Background: an optimization exercise with open tools, aiming at small area. Do not read the settings as production practice. RTL that was checked went through simulation tests only; none was proved equivalent to the original. Function not checked in runs 2 to 4: the RTL went through the layout flow alone. Power and IR drop assume default switching activity.

==> flow/design.v <==
package riscv_pkg;
  localparam int ALU     = 0;
  localparam int SFT     = 1;
  localparam int BU      = 2;
  localparam int LSU     = 3;
  localparam int NB_UNIT = 4;
  localparam int ADD  = 0;
  localparam int SUB  = 1;
  localparam int AND  = 2;
  localparam int OR   = 3;
  localparam int XOR  = 4;
  localparam int SLT  = 5;
  localparam int SLTU = 6;
  localparam int SLL  = 7;
  localparam int SRL  = 8;
  localparam int SRA  = 9;
  localparam int BEQ  = 10;
  localparam int BNE  = 11;
  localparam int BLT  = 12;
  localparam int BGE  = 13;
  localparam int JAL  = 14;
  localparam int JALR = 15;
  localparam int LD   = 16;
  localparam int ST   = 17;
  localparam int NB_OPERATION = 18;
  localparam int SZ_B = 0;
  localparam int SZ_H = 1;
  localparam int SZ_W = 2;
  typedef struct packed {
    logic [32-1:0]        pc;
    logic                    rd_v;
    logic [5-1:0]     rd_adr;
    logic [32:0]          rs1_data;
    logic [32:0]          rs2_data;
    logic [32-1:0]        immediat;
    logic [2:0]              access_size;
    logic                    unsign_extension;
    logic [NB_UNIT-1:0]      unit;
    logic [NB_OPERATION-1:0] operation;
  } dec_exe_t;
  typedef struct packed {
    logic             adr_v;
    logic [32-1:0] adr;
    logic             is_store;
    logic [32-1:0] store_data;
    logic [2:0]       access_size;
  } mem_req_t;
  typedef struct packed {
    logic                v;
    logic [5-1:0] adr;
    logic [32-1:0]    data;
  } wbk_t;
  typedef struct packed {
    logic [32-1:0] pc;
    logic             branch_instr;
    logic             feedback;
    logic             success;
    logic             failed;
  } pred_fb_t;
endpackage
`timescale 1ns/1ps
import riscv_pkg::*;
module exe_top (
  input  logic                     clk,
  input  logic                     reset_n,
  input  logic [32-1:0]         dec_pc_i,
  input  logic                     dec_rd_v_i,
  input  logic [5-1:0]      dec_rd_adr_i,
  input  logic [32:0]           dec_rs1_data_i,
  input  logic [32:0]           dec_rs2_data_i,
  input  logic [32-1:0]         dec_immediat_i,
  input  logic [2:0]               dec_access_size_i,
  input  logic                     dec_unsign_extension_i,
  input  logic [NB_UNIT-1:0]       dec_unit_i,
  input  logic [NB_OPERATION-1:0]  dec_operation_i,
  input  logic                     pred_v_i,
  input  logic                     pred_is_taken_i,
  input  logic [32-1:0]         load_data_i,
  output logic                     mem_adr_v_o,
  output logic [32-1:0]         mem_adr_o,
  output logic                     mem_is_store_o,
  output logic [32-1:0]         mem_store_data_o,
  output logic [2:0]               mem_access_size_o,
  output logic                     exe_fwd_v_o,
  output logic [5-1:0]      exe_fwd_adr_o,
  output logic [32-1:0]         exe_fwd_data_o,
  output logic                     wbk_v_o,
  output logic [5-1:0]      wbk_adr_o,
  output logic [32-1:0]         wbk_data_o,
  output logic                     flush_v_q_o,
  output logic [32-1:0]         pc_data_q_o,
  output logic [32-1:0]         pred_fb_pc_o,
  output logic                     pred_fb_branch_instr_o,
  output logic                     pred_fb_feedback_o,
  output logic                     pred_fb_success_o,
  output logic                     pred_fb_failed_o
);
  logic [32-1:0] rs1, rs2, imm, pc;
  logic [NB_OPERATION-1:0] op;
  assign rs1 = dec_rs1_data_i[32-1:0];
  assign rs2 = dec_rs2_data_i[32-1:0];
  assign imm = dec_immediat_i;
  assign pc  = dec_pc_i;
  assign op  = dec_operation_i;
  logic             flush_q;
  logic             flush_dly_q;
  logic             wbk_v_q;
  logic [5-1:0] wbk_adr_q;
  logic [32-1:0] wbk_data_q;
  logic [32-1:0] pc_data_q;
  logic             bi_q, fb_q, ok_q, ko_q;
  function automatic logic [32:0] add_cla(input logic [32-1:0] p,
                                             input logic [32-1:0] g,
                                             input logic cin);
    logic [32-1:0] s;
    logic [32/2:0] bc;
    logic             c, gk, pk;
    bc[0] = cin;
    for (int k = 0; k < 32/2; k++) begin
      gk = 1'b0;
      pk = 1'b1;
      c  = bc[k];
      for (int i = 2*k; i < 2*k+2; i++) begin
        s[i] = p[i] ^ c;
        c    = g[i] | (p[i] & c);
        gk   = g[i] | (p[i] & gk);
        pk   = pk & p[i];
      end
      bc[k+1] = gk | (pk & bc[k]);
    end
    add_cla = {bc[32/2], s};
  endfunction
  function automatic logic [32:0] add_cla_fast(input logic [32-1:0] p,
                                                  input logic [32-1:0] g,
                                                  input logic cin);
    logic [32-1:0] s;
    logic [32/8:0] bc;
    logic             gk, pk;
    bc[0] = cin;
    for (int k = 0; k < 32/8; k++) begin
      gk = 1'b0;
      pk = 1'b1;
      for (int i = 8*k; i < 8*k+8; i++) begin
        s[i] = p[i] ^ (gk | (pk & bc[k]));
        gk   = g[i] | (p[i] & gk);
        pk   = pk & p[i];
      end
      bc[k+1] = gk | (pk & bc[k]);
    end
    add_cla_fast = {bc[32/8], s};
  endfunction
  function automatic logic [32-1:0] inc4(input logic [32-1:0] a);
    logic bc, pk;
    bc = 1'b1;
    inc4[1:0] = a[1:0];
    for (int k = 0; k < 8; k++) begin
      pk = 1'b1;
      for (int i = 2 + 4*k; i < 6 + 4*k && i < 32; i++) begin
        inc4[i] = a[i] ^ (bc & pk);
        pk      = pk & a[i];
      end
      bc = bc & pk;
    end
  endfunction
  function automatic logic [32-1:0] dec4(input logic [32-1:0] a);
    logic bb, zk;
    bb = 1'b1;
    dec4[1:0] = a[1:0];
    for (int k = 0; k < 8; k++) begin
      zk = 1'b1;
      for (int i = 2 + 4*k; i < 6 + 4*k && i < 32; i++) begin
        dec4[i] = a[i] ^ (bb & zk);
        zk      = zk & ~a[i];
      end
      bb = bb & zk;
    end
  endfunction
  logic cancel;
  assign cancel = flush_q | flush_dly_q;
  logic             use_imm, use_pc, jal, jalr, jump;
  logic [32-1:0] opa, opb;
  logic [32:0]   sum;
  assign jal     = op[JAL];
  assign jalr    = op[JALR];
  assign jump    = jal | jalr;
  assign use_imm = dec_unit_i[LSU] | dec_unit_i[BU];
  assign use_pc  = dec_unit_i[BU] & ~jalr;
  assign opa = use_pc ? pc : rs1;
  assign opb = use_imm ? imm : (rs2 ^ {32{op[SUB]}});
  logic [32-1:0] ap, ag;
  assign ap  = opa ^ opb;
  assign ag  = opa & opb;
  assign sum = add_cla_fast(ap, ag, op[SUB]);
  logic [32-1:0] cx;
  logic [32:0]   cdiff;
  logic less, equal, taken;
  assign cx    = rs1 ^ rs2;
  assign cdiff = add_cla(~cx, rs1 & ~rs2, 1'b1);
  assign less  = (dec_rs1_data_i[32] ^ dec_rs2_data_i[32]) ? dec_rs1_data_i[32] : ~cdiff[32];
  assign equal = cx == '0;
  assign taken = (op[BEQ] & equal) | (op[BNE] & ~equal) | (op[BLT] & less) | (op[BGE] & ~less);
  logic [32-1:0] pc_inc;
  assign pc_inc = inc4(pc);
  logic [32-1:0] sh_in, sh_out, sh_rev;
  logic             sh_fill;
  always_comb begin
    for (int i = 0; i < 32; i++) sh_in[i] = op[SLL] ? rs1[32-1-i] : rs1[i];
  end
  assign sh_fill = op[SRA] & rs1[32-1];
  logic [32:0] sh_tmp;
  assign sh_tmp = $signed({sh_fill, sh_in}) >>> rs2[4:0];
  assign sh_out = sh_tmp[32-1:0];
  always_comb begin
    for (int i = 0; i < 32; i++) sh_rev[i] = sh_out[32-1-i];
  end
  logic [32-1:0] ld;
  logic             ld_fill;
  assign ld_fill = ~dec_unsign_extension_i
                 & (dec_access_size_i[SZ_B] ? load_data_i[7] : load_data_i[15]);
  assign ld[7:0]   = load_data_i[7:0];
  assign ld[15:8]  = dec_access_size_i[SZ_B] ? {8{ld_fill}} : load_data_i[15:8];
  assign ld[31:16] = dec_access_size_i[SZ_W] ? load_data_i[31:16] : {16{ld_fill}};
  logic [32-1:0] res;
  assign res = ({32{op[ADD] | op[SUB]}} & sum[32-1:0])
             | ({32{op[AND] | op[OR]}} & ag)
             | ({32{op[XOR] | op[OR]}} & ap)
             | {{(32-1){1'b0}}, (op[SLT] | op[SLTU]) & less}
             | ({32{op[SLL]}} & sh_rev)
             | ({32{op[SRL] | op[SRA]}} & sh_out)
             | ({32{dec_unit_i[BU]}} & pc_inc)
             | ({32{op[LD]}} & ld);
  logic bu_en, pred_ok, fwd_v;
  assign bu_en   = dec_unit_i[BU] & ~cancel;
  assign pred_ok = pred_v_i & (pred_is_taken_i == (taken | jump));
  assign fwd_v   = dec_rd_v_i & ~cancel;
  assign mem_adr_v_o       = dec_unit_i[LSU] & ~cancel;
  assign mem_is_store_o    = op[ST] & ~cancel;
  assign mem_adr_o         = sum[32-1:0];
  assign mem_store_data_o  = rs2;
  assign mem_access_size_o = dec_access_size_i;
  assign exe_fwd_v_o    = fwd_v;
  assign exe_fwd_adr_o  = dec_rd_adr_i;
  assign exe_fwd_data_o = res;
  always_ff @(posedge clk or negedge reset_n) begin
    if (!reset_n) begin
      wbk_v_q     <= 1'b0;
      flush_q     <= 1'b0;
      flush_dly_q <= 1'b0;
      bi_q        <= 1'b0;
      fb_q        <= 1'b0;
      ok_q        <= 1'b0;
      ko_q        <= 1'b0;
    end else begin
      wbk_v_q     <= fwd_v;
      flush_q     <= bu_en & ~pred_ok;
      flush_dly_q <= flush_q;
      bi_q        <= bu_en;
      fb_q        <= bu_en & pred_v_i;
      ok_q        <= bu_en & pred_ok;
      ko_q        <= bu_en & (pred_v_i ? ~pred_ok : (taken | jump));
    end
  end
  always_ff @(posedge clk) begin
    wbk_adr_q  <= dec_rd_adr_i;
    wbk_data_q <= res;
    pc_data_q  <= (taken | jump) ? {sum[32-1:1], sum[0] & ~jalr} : pc_inc;
  end
  assign wbk_v_o                = wbk_v_q;
  assign wbk_adr_o              = wbk_adr_q;
  assign wbk_data_o             = wbk_data_q;
  assign flush_v_q_o            = flush_q;
  assign pc_data_q_o            = pc_data_q;
  assign pred_fb_pc_o           = dec4(wbk_data_q);
  assign pred_fb_branch_instr_o = bi_q;
  assign pred_fb_feedback_o     = fb_q;
  assign pred_fb_success_o      = ok_q;
  assign pred_fb_failed_o       = ko_q;
endmodule
==> flow/flow/run.sh <==
#!/bin/bash
# Standard ORFS layout (the standard.sh), with the port buffers and the
# synthesis pass-through buffers made from the smallest buffer cell, the
# buffers ABC inserts removed at floorplan (repair_design re-buffers), and
# no full/half-adder cell extraction before ABC (ABC maps the adders).
bash standard.sh \
  BUFFER_PORTS_ARGS="-buffer_cell sky130_fd_sc_hd__buf_1" \
  MIN_BUF_CELL_AND_PORTS="sky130_fd_sc_hd__buf_1 A X" \
  REMOVE_ABC_BUFFERS=1 \
  ADDER_MAP_FILE= \
  finish > standard.log 2>&1
==> flow/standard.sh <==
#!/bin/bash
# synth_recipe.tcl (not shown) runs the flow's synth.tcl, then flattens the netlist and writes it again
# the make line also repeats each setting of config.mk as NAME=value (left out here)
make -C /OpenROAD-flow-scripts/flow DESIGN_CONFIG=/design/flow/config.mk WORK_HOME=/design/flow/orfs CLKGATE_MAP_FILE= SYNTH_SCRIPT=/design/flow/synth_recipe.tcl "${@:-finish}"
==> flow/config.mk <==
export PLATFORM = sky130hd
export DESIGN_NAME = exe_top
export DESIGN_NICKNAME = exe_top
export VERILOG_FILES = /design/flow/design.v
export SDC_FILE = /design/flow/constraint.sdc
export NUM_CORES = 4
export LEC_CHECK = 0
export ABC_AREA = 1
export CAP_MARGIN = 0
export CORE_AREA = 5 5 145 145
export CTS_BUF_LIST = sky130_fd_sc_hd__clkbuf_8
export DIE_AREA = 0 0 150 150
export GPL_TIMING_DRIVEN = 0
export SETUP_SLACK_MARGIN = 0.15
export SLEW_MARGIN = 0
export TNS_END_PERCENT = 5
==> flow/constraint.sdc <==
create_clock -name core_clock -period 8.0 [get_ports {clk}]
set_input_delay 1.6000 -clock core_clock [delete_from_list [all_inputs] [get_ports {clk}]]
set_output_delay 1.6000 -clock core_clock [all_outputs]
set_load 0.01 [all_outputs]
==> run_results.csv, run 1 <==
group,metric,value,unit
floorplan,ios,412,
clocking,ctsHoldBuffers,0,
hold_path,min_path_type,"reg2reg",
route,dr.pass1.iters,6,
clocking,clk_pin_slew,0.09,ns
setup_path,cp-end-kind,"output pin",
setup_path,critPathKind,"in2out",
clocking,cts_tree,"yes",
route,vias,12216,
layout,drive_above_1_share,5.28,%
setup_path,rr_endpoint,"ok_q",
layout,layout_common_cells,"nand2_1 (586), buf_1 (400), o21ai_0 (257), inv_1 (171), nor2_1 (95)",
global_routing,grt_use_met1,46.4,%
global_routing,grt_overflow_total,0,
clocking,cts_sinks,76,
route,viasPerCell,5.37,
synthesis,async_flop_share,9.21,%
synthesis,seq_area_frac_synth,16.6,%
global_routing,grt-busiest-layer,"met2",
floorplan,core,0.0194,mm2
global_routing,grt_usage,34.8,%
route,drc,0,
pwr,ir_drop,0.0732,mV
layout,multi_input_area,0.00672,mm2
layout,syn_to_final_growth,19.3,%
synthesis,synth_ff_type,"dfxtp_1",
setup_path,arrival,5.88,ns
synthesis,yosys_warnings,1,
synthesis,syn_area,0.00938,mm2
layout,final_common_cell,"nand2_1",
clocking,worst_skew_pair.late_latency,0.38,ns
synthesis,postSynthAreaPerCell,5.54,um2
timing,clock.fmax,134,MHz
clocking,cts_made_buffers,9,
setup_path,crit_fanout,5,
clocking,clk_path_buf_depth,2,
clocking,cts_max_level,3,
route,drt_iter0_markers,1110,
layout,ff_latch_area,0.00156,mm2
placed_design,place.gp.congestion,0.951,
timing,setup_viol,0,
route,wl_per_cell,18.3,um
setup_path,rrSetupSlack,6.92,ns
timing,fin_worst_skew,0.000663,ns
setup_path,start_kind,"input port",
setup_path,cp_common_cell,"nand2_1",
floorplan,floorplan.initialDensity,48.4,%
timing,max-slew-margin-rel,13.3,%
setup_path,r2r_cells,5,
timing,hold_ws,0.418,ns
global_routing,antenna_found_initial,1,
synthesis,ys_types,52,
timing,tightestPinTransition,1.30,ns
layout,final_cells,2274,
placed_design,port_buffers,407,
timing,maxSlewViolCount,0,
floorplan,die_height,150,um
global_routing,grt_pass1_wl,60600,um
synthesis,synth_edf_count,0,
timing,finalCriticalPeriod,7.48,ns
route,routed_wl,41600,um
pwr,powerDensity,156,mW/mm2
floorplan,die_x,150,um
layout,fillers,2112,
pwr,p_leak,5.25,nW
timing,hold_viol_final,0,
hold_path,min_to,"flush_dly_q",
setup_path,cp_slowest_cell,"a2111oi_1",
floorplan,die-area,0.0225,mm2
status,status,"finished clean",
setup_path,worst_ep_required_time,6.40,ns
setup_path,r2r-start,"flush_q",
clocking,cts_root_buf,"clkbuf_8",
global_routing,first_global_vias,10857,
floorplan,rows,51,
timing,rsz0062_at_grt,"yes",
global_routing,grt_max_degree,49,
setup_path,cp-startpoint,"dec_pc_i[2]",
global_routing,grtUsageMet2,56.9,%
run,maxCapViolations,0,
route,antenna_left,0,
placed_design,hpwlAfterDp,33400,um
timing,fin_crit_sh,93.5,%
synthesis,ys_ff_latch,76,
setup_path,max_stage_delay,0.37,ns
timing,tns,0,ns
global_routing,globalRouteMet3Util,7.66,%
synthesis,netlist_instances,1694,
layout,nets,2201,
hold_path,hold_depth,0,
hold_path,min-delay-start,"flush_q",
placed_design,placedCellCount,2250,
-- final cells by class --
| cell class | instances | area share, % |
|---|---|---|
| Timing Repair Buffer | 415 | 14.8 |
| Clock inverter | 5 | 0.537 |
| Timing Repair inverter | 1 | 0.0447 |
| Antenna cell | 1 | 0.0224 |
| Sequential cell | 76 | 13.9 |
| Multi-Input combinational cell | 1313 | 60.0 |
| Tap cell | 265 | 2.96 |
| Inverter | 187 | 6.30 |
| Clock buffer | 11 | 1.35 |
-- per-layer routing --
metal  wire length (um)  vias to the layer above
li1                   -                     6079
met1              17300                     5479
met2              19300                      594
met3               4040                       64
met4                906                        0
met5                  0                        -
-- how the worst max path moves through the flow --
stage / slack [ns] / end / cells past startpoint
after detailed placement: -0.60 / exe_fwd_data_o[31] / 29
after floorplan: 1.31 / exe_fwd_data_o[24] / 24
final: 0.52 / exe_fwd_data_o[30] / 33
after CTS: 0.19 / exe_fwd_data_o[31] / 31
after global routing: 0.13 / exe_fwd_data_o[30] / 33
after global placement: -1.00 / exe_fwd_data_o[31] / 30
-- power by group --
| group | total (mW) | switching, mW | internal [mW] |
|---|---|---|---|
| Clock | 0.324 | 0.162 | 0.162 |
| Combinational | 0.938 | 0.644 | 0.294 |
| Sequential | 0.483 | 0.0321 | 0.451 |
| Total | 1.74 | 0.838 | 0.907 |
-- kinds of logic after synthesis --
kind of cell              count (synthesis)  synth area share, %
buffers and inverters                   308                 12.5
and+or+nand+nor                         780                 34.4
xor gates and xnor gates                 81                 7.64
AOI/OAI and AO/OA                       412                 25.0
muxes                                    37                 3.95
DFF                                      76                 16.6
-- synth_stat cells (all sizes together), types with 3 or more instances --
library cell  number  area [um2]
o22ai             21         131
o2111ai           17         149
nor3               6        30.0
xor2              32         280
nor2             121         578
nand3b             3        22.5
xnor2             49         437
o211ai            18         135
a2111oi            5        45.0
nand4              7        65.1
o221ai            12         105
a21oi             45         225
a31oi              4        25.0
dfxtp             69        1380
dfrtp              7         175
inv              186         698
o21ai            266        1330
a221oi             3        26.3
a211oi             9        67.6
or2               16         105
nand2            596        2260
buf               64         254
clkbuf            57         214
mux2i             37         370
nand3             29         145
-- flip-flops by register name, indices dropped and copies added (netlist names) --
signal,count
pc_data_q,32
wbk_data_q,32
wbk_adr_q,5
bi_q,1
fb_q,1
flush_dly_q,1
flush_q,1
ko_q,1
ok_q,1
wbk_v_q,1
-- repair_timing --
| action | CTS | global route |
|---|---|---|
| cloned | 3 | 1 |
| endpoints found under the setup margin | 38 | 21 |
| gates resized for setup | 8 | 15 |
| buffers inserted | 0 | 3 |
| pin swaps | 2 | 1 |
| endpoints found under the hold margin | 0 | 0 |
-- stage by stage --
| step | power [mW] | utilization (%) | area (um2) | setup WS (ns) |
|---|---|---|---|---|
| 2_1_floorplan | 1.03 | - | 8910 | 1.31 |
| 3_3_place_gp | 1.39 | 55.5 | 10800 | -1.00 |
| 3_5_place_dp | 1.41 | 56.1 | 10900 | -0.597 |
| 4_1_cts | 1.73 | 57.5 | 11200 | 0.187 |
| 5_1_grt | 1.87 | 57.7 | 11200 | 0.130 |
| 6_report | 1.74 | 57.7 | 11200 | 0.524 |
-- critical path: cells and delay by family --
family / cells / cell delay, ns
and+or+nand+nor: 24 / 3.05
AOI/OAI and AO/OA: 1 / 0.37
buffers and inverters: 8 / 0.84
==> run 2, diff against run 1 <==
--- a/flow/design.v
+++ b/flow/design.v
@@ -185,8 +185,13 @@
   assign jump    = jal | jalr;
   assign use_imm = dec_unit_i[LSU] | dec_unit_i[BU];
   assign use_pc  = dec_unit_i[BU] & ~jalr;
-  assign opa = use_pc ? pc : rs1;
-  assign opb = use_imm ? imm : (rs2 ^ {32{op[SUB]}});
+  logic [32-1:0] rs1_rev;
+  always_comb begin
+    for (int i = 0; i < 32; i++) rs1_rev[i] = rs1[32-1-i];
+  end
+  assign opa = ({32{use_pc}} & pc) | ({32{op[SLL]}} & rs1_rev) | ({32{~use_pc & ~op[SLL]}} & rs1);
+  assign opb = ({32{use_imm}} & imm) | ({32{~use_imm & ~op[SUB]}} & rs2)
+             | ({32{~use_imm & op[SUB]}} & ~rs2);
   logic [32-1:0] ap, ag;
   assign ap  = opa ^ opb;
   assign ag  = opa & opb;
@@ -203,9 +208,7 @@
   assign pc_inc = inc4(pc);
   logic [32-1:0] sh_in, sh_out, sh_rev;
   logic             sh_fill;
-  always_comb begin
-    for (int i = 0; i < 32; i++) sh_in[i] = op[SLL] ? rs1[32-1-i] : rs1[i];
-  end
+  assign sh_in = opa;
   assign sh_fill = op[SRA] & rs1[32-1];
   logic [32:0] sh_tmp;
   assign sh_tmp = $signed({sh_fill, sh_in}) >>> rs2[4:0];
--- a/flow/config.mk
+++ b/flow/config.mk
@@ -11,6 +11,6 @@
 export CTS_BUF_LIST = sky130_fd_sc_hd__clkbuf_8
 export DIE_AREA = 0 0 150 150
 export GPL_TIMING_DRIVEN = 0
-export SETUP_SLACK_MARGIN = 0.15
+export SETUP_SLACK_MARGIN = 0.0
 export SLEW_MARGIN = 0
 export TNS_END_PERCENT = 5
==> run_results.csv, run 2 <==
group,metric,value,unit
setup_path,crit_fanout,21,
setup_path,cp-end-kind,"output pin",
status,status,"finished clean",
clocking,ctsHoldBuffers,0,
pwr,powerDensity,164,mW/mm2
route,wl_met3,5050,um
synthesis,synth_edf_count,0,
pwr,power,1.84,mW
setup_path,arrival,5.96,ns
synthesis,netlist_instances,1729,
synthesis,synth.most_common_cell,"nand2_1",
route,top_layer_used,"met4",
setup_path,r2r_cells,5,
global_routing,antenna_found_initial,0,
timing,finalCriticalPeriod,7.56,ns
placed_design,place_area,0.0107,mm2
synthesis,seq_area_frac_synth,16.8,%
layout,fin_area,0.0112,mm2
timing,max-slew-margin-rel,30.6,%
clocking,cts_tree,"yes",
route,wl_per_cell,19.0,um
clocking,clk_pin_slew,0.08,ns
layout,nets,2242,
synthesis,synth_ff_type,"dfxtp_1",
floorplan,die_height,150,um
global_routing,grt_max_degree,62,
global_routing,first_global_vias,11173,
timing,fin_worst_skew,0.00421,ns
layout,fillers,2079,
pwr,p_leak,5.57,nW
layout,final_common_cell,"nand2_1",
clocking,worst_skew_pair.late_latency,0.36,ns
floorplan,die_x,150,um
route,antenna_left,0,
setup_path,max_stage_delay,0.26,ns
route,drt_iter0_markers,1365,
synthesis,ys_types,48,
floorplan,die-area,0.0225,mm2
route,routed_wl,43900,um
setup_path,start_kind,"input port",
clocking,cts_sinks,76,
global_routing,grt_pass1_wl,63900,um
timing,maxSlewViolCount,0,
timing,fin_crit_sh,94.5,%
clocking,cts_root_buf,"clkbuf_8",
route,viasPerCell,5.53,
hold_path,min_path_type,"reg2reg",
setup_path,rrSetupSlack,6.94,ns
clocking,cts_made_buffers,9,
synthesis,yosysTopAreaCell,"nand2_1",
pwr,ir_drop,0.0939,mV
setup_path,critPathKind,"in2out",
run,maxCapViolations,0,
synthesis,netlist.area_leader.share,21.5,%
global_routing,grt_usage,36.9,%
synthesis,postSynthAreaPerCell,5.36,um2
synthesis,ys_ff_latch,76,
timing,setup_viol,0,
setup_path,cp_common_cell,"nand2_1",
global_routing,grt_overflow_total,0,
floorplan,ios,412,
route,drc,0,
layout,drive_above_1_share,4.73,%
timing,clock.fmax,132,MHz
placed_design,place.gp.congestion,0.984,
floorplan,core,0.0194,mm2
route,wl_met1,18600,um
setup_path,cp_slowest_cell,"nor2_4",
layout,largestRegisters,"pc_data_q (32), wbk_data_q (32), wbk_adr_q (5)",
route,dr.pass1.iters,6,
layout,syn_to_final_growth,20.5,%
hold_path,hold_depth,0,
synthesis,yosys_warnings,1,
synthesis,async_flop_share,9.21,%
placed_design,hpwlAfterDp,35700,um
synthesis,synthTopCellsByCount,"nand2_1 (530), inv_1 (246), nor2_1 (166), o21ai_0 (166), a21oi_1 (90)",
timing,tightestPinTransition,1.04,ns
synthesis,ys_top_cells_by_area,"nand2_1 (21%), dfxtp_1 (15%), inv_1 (10%), o21ai_0 (9.0%), nor2_1 (6.7%)",
synthesis,syn_area,0.00927,mm2
floorplan,floorplan.initialDensity,47.8,%
timing,hold_viol_final,0,
timing,fin_ws,0.441,ns
route,wl_met2,19100,um
layout,diodes,0,
clocking,clk_path_buf_depth,2,
layout,layout_common_cells,"nand2_1 (527), buf_1 (399), inv_1 (243), o21ai_0 (166), nor2_1 (163)",
clocking,cts_max_level,3,
placed_design,port_buffers,407,
floorplan,rows,51,
timing,hold_ws,0.415,ns
placed_design,pre_cts_ws,-1.44,ns
setup_path,worst_ep_required_time,6.40,ns
route,vias,12795,
## run 2: power by group
group / total [mW] / internal (mW) / switching (mW)
combinational: 0.984 / 0.295 / 0.690
sequential: 0.485 / 0.452 / 0.0327
clock: 0.366 / 0.207 / 0.159
## run 2: final timing paths
kind | start | to
worst max-delay path | dec_unit_i[2] | exe_fwd_data_o[26]
worst min-delay path | flush_q | flush_dly_q
worst max register to register | flush_q | ko_q
worst min register to register | flush_q | flush_dly_q
max in group asynchronous | reset_n | ko_q
min in group asynchronous | reset_n | fb_q
## run 2: timing repair
| action | 4_1_cts | 5_1_grt |
|---|---|---|
| resized for setup | 19 | 18 |
| endpoints found under the setup margin | 54 | 28 |
| buffers inserted | 3 | 4 |
| pin swaps | 1 | 2 |
| gates cloned | 3 | 1 |
## run 2: layout make-up
type	instances	area, um2	area share, %
inverters	259	992	8.89
multi-input cells	1279	6370	57.1
repair inverters	3	15.0	0.135
flip-flops and latches	76	1560	13.9
clock buffers	9	124	1.11
repair buffers	416	1660	14.9
clock inverters	7	116	1.04
well taps	265	332	2.97
## run 2: logic make-up (layout without fill, tap and decap cells)
family	count (synthesis)	after routing	synth area share, %
xor gates and xnor gates	33	33	3.20
muxes	22	22	2.38
buffers and inverters	375	694	15.2
and+or+nand+nor	805	806	35.6
AOI/OAI and AO/OA	418	418	26.8
DFF	76	76	16.8
## run 2: critical path: cells and delay by family
family | cells | cell delay (ns)
and+or+nand+nor | 23 | 2.71
AOI/OAI and AO/OA | 7 | 1.05
buffers and inverters | 3 | 0.59
## run 2: stage by stage
step	std cells	utilization [%]	setup TNS, ns
after floorplan	1613	-	0
after global placement	2285	55.1	-52.28
after detailed placement	2287	55.4	-50.09
after CTS	2309	57.0	0
after global routing	2314	57.5	-0.0174
final	2314	57.5	0
## run 2: routing by layer
layer,up-vias,track usage (%)
met4,0,9.74
met2,773,57.4
li1,6215,-
met3,83,6.60
met1,5724,52.6
met5,-,0
==> run 3, diff against run 2 <==
--- a/flow/design.v
+++ b/flow/design.v
@@ -130,24 +130,34 @@
     end
     add_cla = {bc[32/2], s};
   endfunction
-  function automatic logic [32:0] add_cla_fast(input logic [32-1:0] p,
-                                                  input logic [32-1:0] g,
-                                                  input logic cin);
+  function automatic logic [32:0] add_cla3(input logic [32-1:0] p,
+                                             input logic [32-1:0] g,
+                                             input logic cin);
     logic [32-1:0] s;
-    logic [32/8:0] bc;
-    logic             gk, pk;
-    bc[0] = cin;
+    logic [32/2-1:0] gb, pb;
+    logic [32/8:0] sc;
+    logic             gs, ps, bc, c;
+    for (int b = 0; b < 32/2; b++) begin
+      gb[b] = g[2*b+1] | (p[2*b+1] & g[2*b]);
+      pb[b] = p[2*b+1] & p[2*b];
+    end
+    sc[0] = cin;
     for (int k = 0; k < 32/8; k++) begin
-      gk = 1'b0;
-      pk = 1'b1;
-      for (int i = 8*k; i < 8*k+8; i++) begin
-        s[i] = p[i] ^ (gk | (pk & bc[k]));
-        gk   = g[i] | (p[i] & gk);
-        pk   = pk & p[i];
-      end
-      bc[k+1] = gk | (pk & bc[k]);
-    end
-    add_cla_fast = {bc[32/8], s};
+      gs = 1'b0;
+      ps = 1'b1;
+      bc = sc[k];
+      for (int b = 4*k; b < 4*k+4; b++) begin
+        c        = bc;
+        s[2*b]   = p[2*b] ^ c;
+        c        = g[2*b] | (p[2*b] & c);
+        s[2*b+1] = p[2*b+1] ^ c;
+        bc       = gb[b] | (pb[b] & bc);
+        gs       = gb[b] | (pb[b] & gs);
+        ps       = ps & pb[b];
+      end
+      sc[k+1] = gs | (ps & sc[k]);
+    end
+    add_cla3 = {sc[32/8], s};
   endfunction
   function automatic logic [32-1:0] inc4(input logic [32-1:0] a);
     logic bc, pk;
@@ -185,17 +195,12 @@
   assign jump    = jal | jalr;
   assign use_imm = dec_unit_i[LSU] | dec_unit_i[BU];
   assign use_pc  = dec_unit_i[BU] & ~jalr;
-  logic [32-1:0] rs1_rev;
-  always_comb begin
-    for (int i = 0; i < 32; i++) rs1_rev[i] = rs1[32-1-i];
-  end
-  assign opa = ({32{use_pc}} & pc) | ({32{op[SLL]}} & rs1_rev) | ({32{~use_pc & ~op[SLL]}} & rs1);
-  assign opb = ({32{use_imm}} & imm) | ({32{~use_imm & ~op[SUB]}} & rs2)
-             | ({32{~use_imm & op[SUB]}} & ~rs2);
+  assign opa = use_pc ? pc : rs1;
+  assign opb = use_imm ? imm : (rs2 ^ {32{op[SUB]}});
   logic [32-1:0] ap, ag;
   assign ap  = opa ^ opb;
   assign ag  = opa & opb;
-  assign sum = add_cla_fast(ap, ag, op[SUB]);
+  assign sum = add_cla3(ap, ag, op[SUB]);
   logic [32-1:0] cx;
   logic [32:0]   cdiff;
   logic less, equal, taken;
@@ -208,7 +213,9 @@
   assign pc_inc = inc4(pc);
   logic [32-1:0] sh_in, sh_out, sh_rev;
   logic             sh_fill;
-  assign sh_in = opa;
+  always_comb begin
+    for (int i = 0; i < 32; i++) sh_in[i] = op[SLL] ? rs1[32-1-i] : rs1[i];
+  end
   assign sh_fill = op[SRA] & rs1[32-1];
   logic [32:0] sh_tmp;
   assign sh_tmp = $signed({sh_fill, sh_in}) >>> rs2[4:0];
==> flow/flow/run.sh (replaced) <==
#!/bin/bash
# Standard ORFS layout (the standard.sh), with the port buffers and the
# synthesis pass-through buffers made from the smallest buffer cell, and the
# buffers ABC inserts removed at floorplan (repair_design re-buffers).
bash standard.sh \
  BUFFER_PORTS_ARGS="-buffer_cell sky130_fd_sc_hd__buf_1" \
  MIN_BUF_CELL_AND_PORTS="sky130_fd_sc_hd__buf_1 A X" \
  REMOVE_ABC_BUFFERS=1 \
  finish > standard.log 2>&1
--- a/flow/config.mk
+++ b/flow/config.mk
@@ -11,6 +11,6 @@
 export CTS_BUF_LIST = sky130_fd_sc_hd__clkbuf_8
 export DIE_AREA = 0 0 150 150
 export GPL_TIMING_DRIVEN = 0
-export SETUP_SLACK_MARGIN = 0.0
+export SETUP_SLACK_MARGIN = 0.15
 export SLEW_MARGIN = 0
 export TNS_END_PERCENT = 5
==> run_results.csv, run 3 <==
group,metric,value,unit
global_routing,globalRouteMet3Util,8.81,%
pwr,p_seq_share,25.8,%
timing,hold_viol_final,0,
pwr,p_leak,5.70,nW
layout,fin_area,0.0119,mm2
hold_path,min_path_type,"reg2reg",
pwr,powerDensity,162,mW/mm2
clocking,cts_tree,"yes",
route,wl_per_cell,18.4,um
timing,hold_ws,0.417,ns
run,maxCapViolations,0,
global_routing,grt_max_degree,52,
global_routing,grt_pass1_wl,58400,um
setup_path,start_kind,"input port",
setup_path,max_stage_delay,0.37,ns
synthesis,synth_edf_count,0,
layout,drive_above_1_share,7.37,%
synthesis,netlist_instances,1543,
placed_design,place.gp.congestion,0.973,
clocking,cts_made_buffers,9,
pwr,p_sw,901,uW
pwr,power,1.93,mW
setup_path,worst_ep_required_time,6.40,ns
floorplan,die_x,150,um
global_routing,first_global_vias,10853,
placed_design,port_buffers,407,
route,antenna_left,0,
setup_path,critPathKind,"in2out",
timing,clock.fmax,129,MHz
clocking,cts_root_buf,"clkbuf_8",
setup_path,cp_common_cell,"nand2_1",
route,viasPerCell,5.41,
timing,fin_crit_sh,97.3,%
global_routing,grt_use_met1,43.5,%
layout,final_common_cell,"buf_1",
synthesis,synth.most_common_cell,"nand2_1",
pwr,p_clk_share,18.9,%
layout,largestRegisters,"pc_data_q (32), wbk_data_q (32), wbk_adr_q (5)",
layout,syn_to_final_growth,21.7,%
synthesis,ys_types,50,
setup_path,cp_slowest_cell,"fa_2",
floorplan,rows,51,
route,vias,11574,
setup_path,r2r_cells,5,
synthesis,yosysTopAreaCell,"dfxtp_1",
synthesis,syn_area,0.00978,mm2
layout,post-route-util,61.3,%
floorplan,ios,412,
clocking,clk_pin_slew,0.09,ns
global_routing,grt_usage,33.4,%
route,routed_wl,39400,um
synthesis,synthTopCellsByCount,"nand2_1 (360), inv_1 (225), o21ai_0 (205), ha_1 (84), nor2_1 (78)",
floorplan,die_height,150,um
floorplan,core,0.0194,mm2
timing,tightestPinTransition,1.16,ns
global_routing,grt-busiest-layer,"met2",
floorplan,die-area,0.0225,mm2
clocking,worst_skew_pair.late_latency,0.37,ns
hold_path,hold_depth,0,
clocking,cts_sinks,76,
route,dr.pass1.iters,7,
global_routing,grt_overflow_total,0,
setup_path,cp-end-kind,"output pin",
placed_design,place_area,0.0113,mm2
pwr,internal-power,1.03,mW
route,drt_iter0_markers,969,
layout,layout_common_cells,"buf_1 (392), nand2_1 (356), inv_1 (222), o21ai_0 (203), ha_1 (82)",
pwr,ir_drop,0.106,mV
pwr,combPwrFrac,55.3,%
timing,maxSlewViolCount,0,
timing,tns,0,ns
clocking,clk_path_buf_depth,2,
synthesis,ys_top_cells_by_area,"dfxtp_1 (14%), nand2_1 (14%), ha_1 (11%), o21ai_0 (10%), inv_1 (8.6%)",
timing,fin_worst_skew,0.00395,ns
synthesis,postSynthAreaPerCell,6.34,um2
synthesis,ys_ff_latch,76,
placed_design,hpwlAfterDp,31500,um
clocking,cts_max_level,3,
timing,rsz0062_at_grt,"yes",
global_routing,grtUsageMet2,53.8,%
timing,setup_viol,0,
global_routing,antenna_found_initial,1,
floorplan,floorplan.initialDensity,50.4,%
setup_path,arrival,6.18,ns
synthesis,seq_area_frac_synth,15.9,%
route,drc,0,
synthesis,synth_ff_type,"dfxtp_1",
layout,nets,2166,
clocking,ctsHoldBuffers,0,
timing,finalCriticalPeriod,7.78,ns
synthesis,async_flop_share,9.21,%
pwr,netSwitchingFraction,46.7,%
timing,max-slew-margin-rel,22.1,%
status,status,"finished clean",
setup_path,crit_fanout,19,
synthesis,netlist.area_leader.share,14.1,%
synthesis,yosys_warnings,1,
==> run 3: final cells by class <==
class,instances,area [um2]
clock buffer,10,138
clock inverter,6,92.6
timing repair buffer,429,1850
tap,265,332
inverter,241,908
sequential,76,1560
antenna,1,2.50
multi-input combinational,1111,7020
fill,2016,7500
==> run 3: what timing repair did <==
action,CTS,global route
gates cloned,2,0
endpoints found under the hold margin,0,0
pin swaps,10,30
resized for setup,48,32
setup endpoints to repair,41,17
setup buffers,11,5
==> run 3: logic make-up after synthesis <==
logic type                 share of synthesized area (%)
AOI/OAI and AO/OA                                   23.3
xor gates and xnor gates                            6.27
adders and majority gates                           14.0
buffers and inverters                               14.5
DFF                                                 15.9
muxes                                               3.60
and+or+nand+nor                                     22.4
==> run 3: path summary, 6_finish.rpt <==
path	slack [ns]	from	end
worst max-delay path	0.22	dec_operation_i[1]	exe_fwd_data_o[29]
worst max register to register	7.00	flush_q	ko_q
worst min-delay path	0.42	flush_q	flush_dly_q
max in group asynchronous	6.61	reset_n	fb_q
min in group asynchronous	1.11	reset_n	wbk_v_q
worst min register to register	0.42	flush_q	flush_dly_q
==> run 3: power by group through the flow <==
stage | Combinational, mW | Sequential (mW) | Clock, mW
after detailed placement | 0.998 | 0.506 | 0
after CTS | 1.03 | 0.498 | 0.372
after floorplan | 0.557 | 0.548 | 0
after global placement | 0.984 | 0.505 | 0
after global routing | 1.18 | 0.505 | 0.390
final | 1.07 | 0.498 | 0.366
==> run 3: worst max-delay path, delay by kind of cell <==
kind / cells / cell delay (ns)
AOI/OAI and AO/OA: 11 / 1.72
xor gates and xnor gates: 2 / 0.30
and+or+nand+nor: 13 / 1.22
buffers and inverters: 6 / 0.63
adders and majority gates: 2 / 0.67
==> run 3: routing by layer <==
| metal | routed length (um) | vias up |
|---|---|---|
| met5 | 0 | - |
| met2 | 17700 | 605 |
| met1 | 16000 | 5204 |
| met3 | 4410 | 83 |
| met4 | 1290 | 0 |
| li1 | - | 5682 |
==> run 3: metrics by stage <==
stage,cells,setup slack (ns)
floorplan,1426,-0.972
global placement,2098,-4.18
detailed placement,2104,-1.42
CTS,2133,0.105
global route,2139,-0.00628
finish,2139,0.219
==> run 4, diff against run 3 <==
--- a/flow/design.v
+++ b/flow/design.v
@@ -102,13 +102,12 @@
   assign imm = dec_immediat_i;
   assign pc  = dec_pc_i;
   assign op  = dec_operation_i;
-  logic             flush_q;
   logic             flush_dly_q;
   logic             wbk_v_q;
   logic [5-1:0] wbk_adr_q;
   logic [32-1:0] wbk_data_q;
   logic [32-1:0] pc_data_q;
-  logic             bi_q, fb_q, ok_q, ko_q;
+  logic             bi_q, pv_q, pt_q, tk_q;
   function automatic logic [32:0] add_cla(input logic [32-1:0] p,
                                              input logic [32-1:0] g,
                                              input logic cin);
@@ -130,34 +129,24 @@
     end
     add_cla = {bc[32/2], s};
   endfunction
-  function automatic logic [32:0] add_cla3(input logic [32-1:0] p,
-                                             input logic [32-1:0] g,
-                                             input logic cin);
+  function automatic logic [32:0] add_cla_fast(input logic [32-1:0] p,
+                                                  input logic [32-1:0] g,
+                                                  input logic cin);
     logic [32-1:0] s;
-    logic [32/2-1:0] gb, pb;
-    logic [32/8:0] sc;
-    logic             gs, ps, bc, c;
-    for (int b = 0; b < 32/2; b++) begin
-      gb[b] = g[2*b+1] | (p[2*b+1] & g[2*b]);
-      pb[b] = p[2*b+1] & p[2*b];
-    end
-    sc[0] = cin;
+    logic [32/8:0] bc;
+    logic             gk, pk;
+    bc[0] = cin;
     for (int k = 0; k < 32/8; k++) begin
-      gs = 1'b0;
-      ps = 1'b1;
-      bc = sc[k];
-      for (int b = 4*k; b < 4*k+4; b++) begin
-        c        = bc;
-        s[2*b]   = p[2*b] ^ c;
-        c        = g[2*b] | (p[2*b] & c);
-        s[2*b+1] = p[2*b+1] ^ c;
-        bc       = gb[b] | (pb[b] & bc);
-        gs       = gb[b] | (pb[b] & gs);
-        ps       = ps & pb[b];
-      end
-      sc[k+1] = gs | (ps & sc[k]);
-    end
-    add_cla3 = {sc[32/8], s};
+      gk = 1'b0;
+      pk = 1'b1;
+      for (int i = 8*k; i < 8*k+8; i++) begin
+        s[i] = p[i] ^ (gk | (pk & bc[k]));
+        gk   = g[i] | (p[i] & gk);
+        pk   = pk & p[i];
+      end
+      bc[k+1] = gk | (pk & bc[k]);
+    end
+    add_cla_fast = {bc[32/8], s};
   endfunction
   function automatic logic [32-1:0] inc4(input logic [32-1:0] a);
     logic bc, pk;
@@ -185,8 +174,13 @@
       bb = bb & zk;
     end
   endfunction
+  logic fb, ok, ko, flush;
+  assign fb    = bi_q & pv_q;
+  assign ok    = fb & (pt_q == tk_q);
+  assign ko    = bi_q & (pv_q ? (pt_q != tk_q) : tk_q);
+  assign flush = bi_q & ~ok;
   logic cancel;
-  assign cancel = flush_q | flush_dly_q;
+  assign cancel = flush | flush_dly_q;
   logic             use_imm, use_pc, jal, jalr, jump;
   logic [32-1:0] opa, opb;
   logic [32:0]   sum;
@@ -200,7 +194,7 @@
   logic [32-1:0] ap, ag;
   assign ap  = opa ^ opb;
   assign ag  = opa & opb;
-  assign sum = add_cla3(ap, ag, op[SUB]);
+  assign sum = add_cla_fast(ap, ag, op[SUB]);
   logic [32-1:0] cx;
   logic [32:0]   cdiff;
   logic less, equal, taken;
@@ -239,9 +233,8 @@
              | ({32{op[SRL] | op[SRA]}} & sh_out)
              | ({32{dec_unit_i[BU]}} & pc_inc)
              | ({32{op[LD]}} & ld);
-  logic bu_en, pred_ok, fwd_v;
+  logic bu_en, fwd_v;
   assign bu_en   = dec_unit_i[BU] & ~cancel;
-  assign pred_ok = pred_v_i & (pred_is_taken_i == (taken | jump));
   assign fwd_v   = dec_rd_v_i & ~cancel;
   assign mem_adr_v_o       = dec_unit_i[LSU] & ~cancel;
   assign mem_is_store_o    = op[ST] & ~cancel;
@@ -254,35 +247,30 @@
   always_ff @(posedge clk or negedge reset_n) begin
     if (!reset_n) begin
       wbk_v_q     <= 1'b0;
-      flush_q     <= 1'b0;
       flush_dly_q <= 1'b0;
       bi_q        <= 1'b0;
-      fb_q        <= 1'b0;
-      ok_q        <= 1'b0;
-      ko_q        <= 1'b0;
     end else begin
       wbk_v_q     <= fwd_v;
-      flush_q     <= bu_en & ~pred_ok;
-      flush_dly_q <= flush_q;
+      flush_dly_q <= flush;
       bi_q        <= bu_en;
-      fb_q        <= bu_en & pred_v_i;
-      ok_q        <= bu_en & pred_ok;
-      ko_q        <= bu_en & (pred_v_i ? ~pred_ok : (taken | jump));
     end
   end
   always_ff @(posedge clk) begin
     wbk_adr_q  <= dec_rd_adr_i;
     wbk_data_q <= res;
     pc_data_q  <= (taken | jump) ? {sum[32-1:1], sum[0] & ~jalr} : pc_inc;
+    pv_q       <= pred_v_i;
+    pt_q       <= pred_is_taken_i;
+    tk_q       <= taken | jump;
   end
   assign wbk_v_o                = wbk_v_q;
   assign wbk_adr_o              = wbk_adr_q;
   assign wbk_data_o             = wbk_data_q;
-  assign flush_v_q_o            = flush_q;
+  assign flush_v_q_o            = flush;
   assign pc_data_q_o            = pc_data_q;
   assign pred_fb_pc_o           = dec4(wbk_data_q);
   assign pred_fb_branch_instr_o = bi_q;
-  assign pred_fb_feedback_o     = fb_q;
-  assign pred_fb_success_o      = ok_q;
-  assign pred_fb_failed_o       = ko_q;
+  assign pred_fb_feedback_o     = fb;
+  assign pred_fb_success_o      = ok;
+  assign pred_fb_failed_o       = ko;
 endmodule
==> run_results.csv, run 4 <==
group,metric,value,unit
timing,tns,0,ns
placed_design,pre_cts_ws,-1.49,ns
route,routed_wl,44800,um
route,drt_iter0_markers,1024,
synthesis,yosys_warnings,1,
pwr,ir_drop,0.113,mV
floorplan,core,0.0194,mm2
floorplan,floorplan.initialDensity,50.5,%
global_routing,grt_usage,37.7,%
route,antenna_left,0,
clocking,ctsHoldBuffers,0,
setup_path,arrival,6.14,ns
synthesis,async_flop_share,4.00,%
route,dr.pass1.iters,8,
floorplan,die-area,0.0225,mm2
layout,post-route-util,60.8,%
global_routing,grt_pass1_wl,65000,um
route,viasPerCell,5.68,
clocking,cts_root_buf,"clkbuf_8",
synthesis,netlist_instances,1596,
global_routing,antenna_found_initial,3,
synthesis,netlist.area_leader.share,15.5,%
route,vias,12410,
route,drc,0,
synthesis,synth_ff_type,"dfxtp_1",
layout,layout_common_cells,"buf_1 (397), nand2_1 (391), inv_1 (199), o21ai_0 (166), nor2_1 (100)",
layout,nets,2200,
clocking,clk_pin_slew,0.08,ns
timing,hold_viol_final,0,
timing,max-slew-margin-rel,4.62,%
setup_path,critPathKind,"in2out",
synthesis,synth_edf_count,0,
clocking,cts_sinks,75,
setup_path,r2r_cells,6,
timing,hold_ws,0.540,ns
floorplan,die_x,150,um
placed_design,place.gp.congestion,0.982,
run,maxCapViolations,0,
route,wl_per_cell,20.5,um
clocking,cts_made_buffers,9,
timing,setup_viol,0,
synthesis,seq_area_frac_synth,15.5,%
layout,drive_above_1_share,6.72,%
synthesis,syn_area,0.00979,mm2
synthesis,synthTopCellsByCount,"nand2_1 (403), inv_1 (200), o21ai_0 (170), nor2_1 (101), a21oi_1 (92)",
global_routing,first_global_vias,11406,
floorplan,ios,412,
clocking,clk_path_buf_depth,2,
layout,final_common_cell,"buf_1",
status,status,"finished clean",
placed_design,hpwlAfterDp,35800,um
setup_path,max_stage_delay,0.57,ns
setup_path,cp-end-kind,"output pin",
synthesis,ys_types,53,
clocking,cts_tree,"yes",
synthesis,postSynthAreaPerCell,6.13,um2
clocking,worst_skew_pair.late_latency,0.35,ns
timing,fin_ws,0.262,ns
floorplan,die_height,150,um
global_routing,grt_max_degree,45,
setup_path,crit_fanout,14,
layout,fillers,1942,
timing,rsz0062_at_grt,"yes",
timing,clock.fmax,129,MHz
synthesis,synth.most_common_cell,"nand2_1",
layout,diodes,0,
synthesis,yosysTopAreaCell,"nand2_1",
floorplan,rows,51,
timing,fin_worst_skew,0.00183,ns
layout,syn_to_final_growth,20.5,%
hold_path,hold_depth,2,
pwr,p_leak,5.72,nW
setup_path,cp_slowest_cell,"fa_1",
setup_path,worst_ep_required_time,6.40,ns
timing,finalCriticalPeriod,7.74,ns
pwr,power,1.95,mW
layout,largestRegisters,"pc_data_q (32), wbk_data_q (32), wbk_adr_q (5)",
timing,fin_crit_sh,96.7,%
pwr,powerDensity,165,mW/mm2
synthesis,ys_top_cells_by_area,"nand2_1 (15%), dfxtp_1 (15%), ha_1 (11%), o21ai_0 (8.7%), inv_1 (7.7%)",
clocking,cts_max_level,3,
synthesis,ys_ff_latch,75,
global_routing,grt_overflow_total,0,
timing,tightestPinTransition,1.43,ns
setup_path,start_kind,"input port",
timing,maxSlewViolCount,0,
placed_design,port_buffers,407,
hold_path,min_path_type,"reg2reg",
[run 4: cell type report]
type | count | area (um2) | share of cell area, %
timing repair inverter | 1 | 5.00 | 0.0424
clock buffer | 9 | 124 | 1.05
multi-input combinational | 1184 | 7100 | 60.2
tap | 265 | 332 | 2.81
clock inverter | 7 | 116 | 0.987
timing repair buffer | 429 | 1800 | 15.2
inverter | 214 | 811 | 6.87
sequential | 75 | 1520 | 12.9
[run 4: per-layer routing]
layer | global-route usage, % | wire length, um
met1 | 48.6 | 17600
met2 | 60.2 | 20000
met3 | 9.30 | 5100
met4 | 15.4 | 2060
met5 | 0 | 50
[run 4: through the flow]
step	std cells	instance area (um2)
after global routing	2184	11800
after detailed placement	2149	11200
after global placement	2142	11100
after CTS	2178	11700
after floorplan	1470	9270
final	2184	11800
[run 4: power by group]
part           leakage, nW  internal, mW  switching, mW
Sequential           0.638         0.456         0.0385
Clock                0.125         0.207          0.154
Combinational         4.96         0.356          0.740
[run 4: worst paths after layout]
path | start | slack, ns | to
setup / recovery | dec_unit_i[2] | 0.26 | exe_fwd_data_o[16]
hold / removal | flush_dly_q | 0.54 | bi_q
setup reg to reg | tk_q | 6.65 | wbk_v_q
hold reg to reg | flush_dly_q | 0.54 | bi_q
max in group asynchronous | reset_n | 6.73 | bi_q
min in group asynchronous | reset_n | 1.07 | wbk_v_q
[run 4: kinds of logic (layout without fill, tap and decap cells)]
family | Yosys count | in the layout | synth area share [%]
simple gates | 621 | 624 | 27.3
compound gates | 358 | 358 | 21.3
buf+inv | 340 | 660 | 13.5
fa+ha+maj | 88 | 88 | 11.6
xor+xnor | 83 | 83 | 7.66
flops | 75 | 75 | 15.5
mux | 31 | 31 | 3.20
[run 4: repair_timing]
item	CTS	global route
cloned	4	1
endpoints found under the setup margin	50	41
gates resized for setup	21	33
setup buffers	9	5
pin swaps	7	9
[run 4: critical path, delay by kind of cell]
| kind | cells | cell delay, ns |
|---|---|---|
| AOI/OAI and AO/OA | 5 | 0.98 |
| adders and majority gates | 2 | 0.89 |
| buffers and inverters | 5 | 0.70 |
| and+or+nand+nor | 23 | 1.94 |

-- afterwards: timing with drivers on the ports --
In the flow no input, the clock included, has a driving cell. The finished layouts below were timed again as built, in two steps. Step 1 (the two cells are an assumption about what drives the block):
set clk [get_ports {clk}]
set_driving_cell -lib_cell sky130_fd_sc_hd__clkbuf_16 $clk
set_driving_cell -lib_cell sky130_fd_sc_hd__buf_2 [delete_from_list [all_inputs] $clk]
Step 2 also shifts input and output timing later by t, the mid clock arrival at the registers, as if the neighbouring blocks saw the same clock. a / b / c = ideal / step 1 / step 2; a / b = the first two.
| run | t, ns | setup slack, ns | worst register clock-pin slew, ns |
|---|---|---|---|
| run 1 | 0.414 | 0.524 / 0.495 / 0.495 | 0.09 / 0.09 |
| run 2 | 0.399 | 0.441 / 0.408 / 0.408 | 0.09 / 0.09 |
| run 3 | 0.420 | 0.219 / 0.159 / 0.159 | 0.11 / 0.11 |
| run 4 | 0.388 | 0.262 / 0.106 / 0.106 | 0.09 / 0.09 |
After both steps setup and hold are still met in every run listed. The setup slack of run 4, which loses most, moves by -0.156 ns with the drivers and by -0.156 ns with both steps.
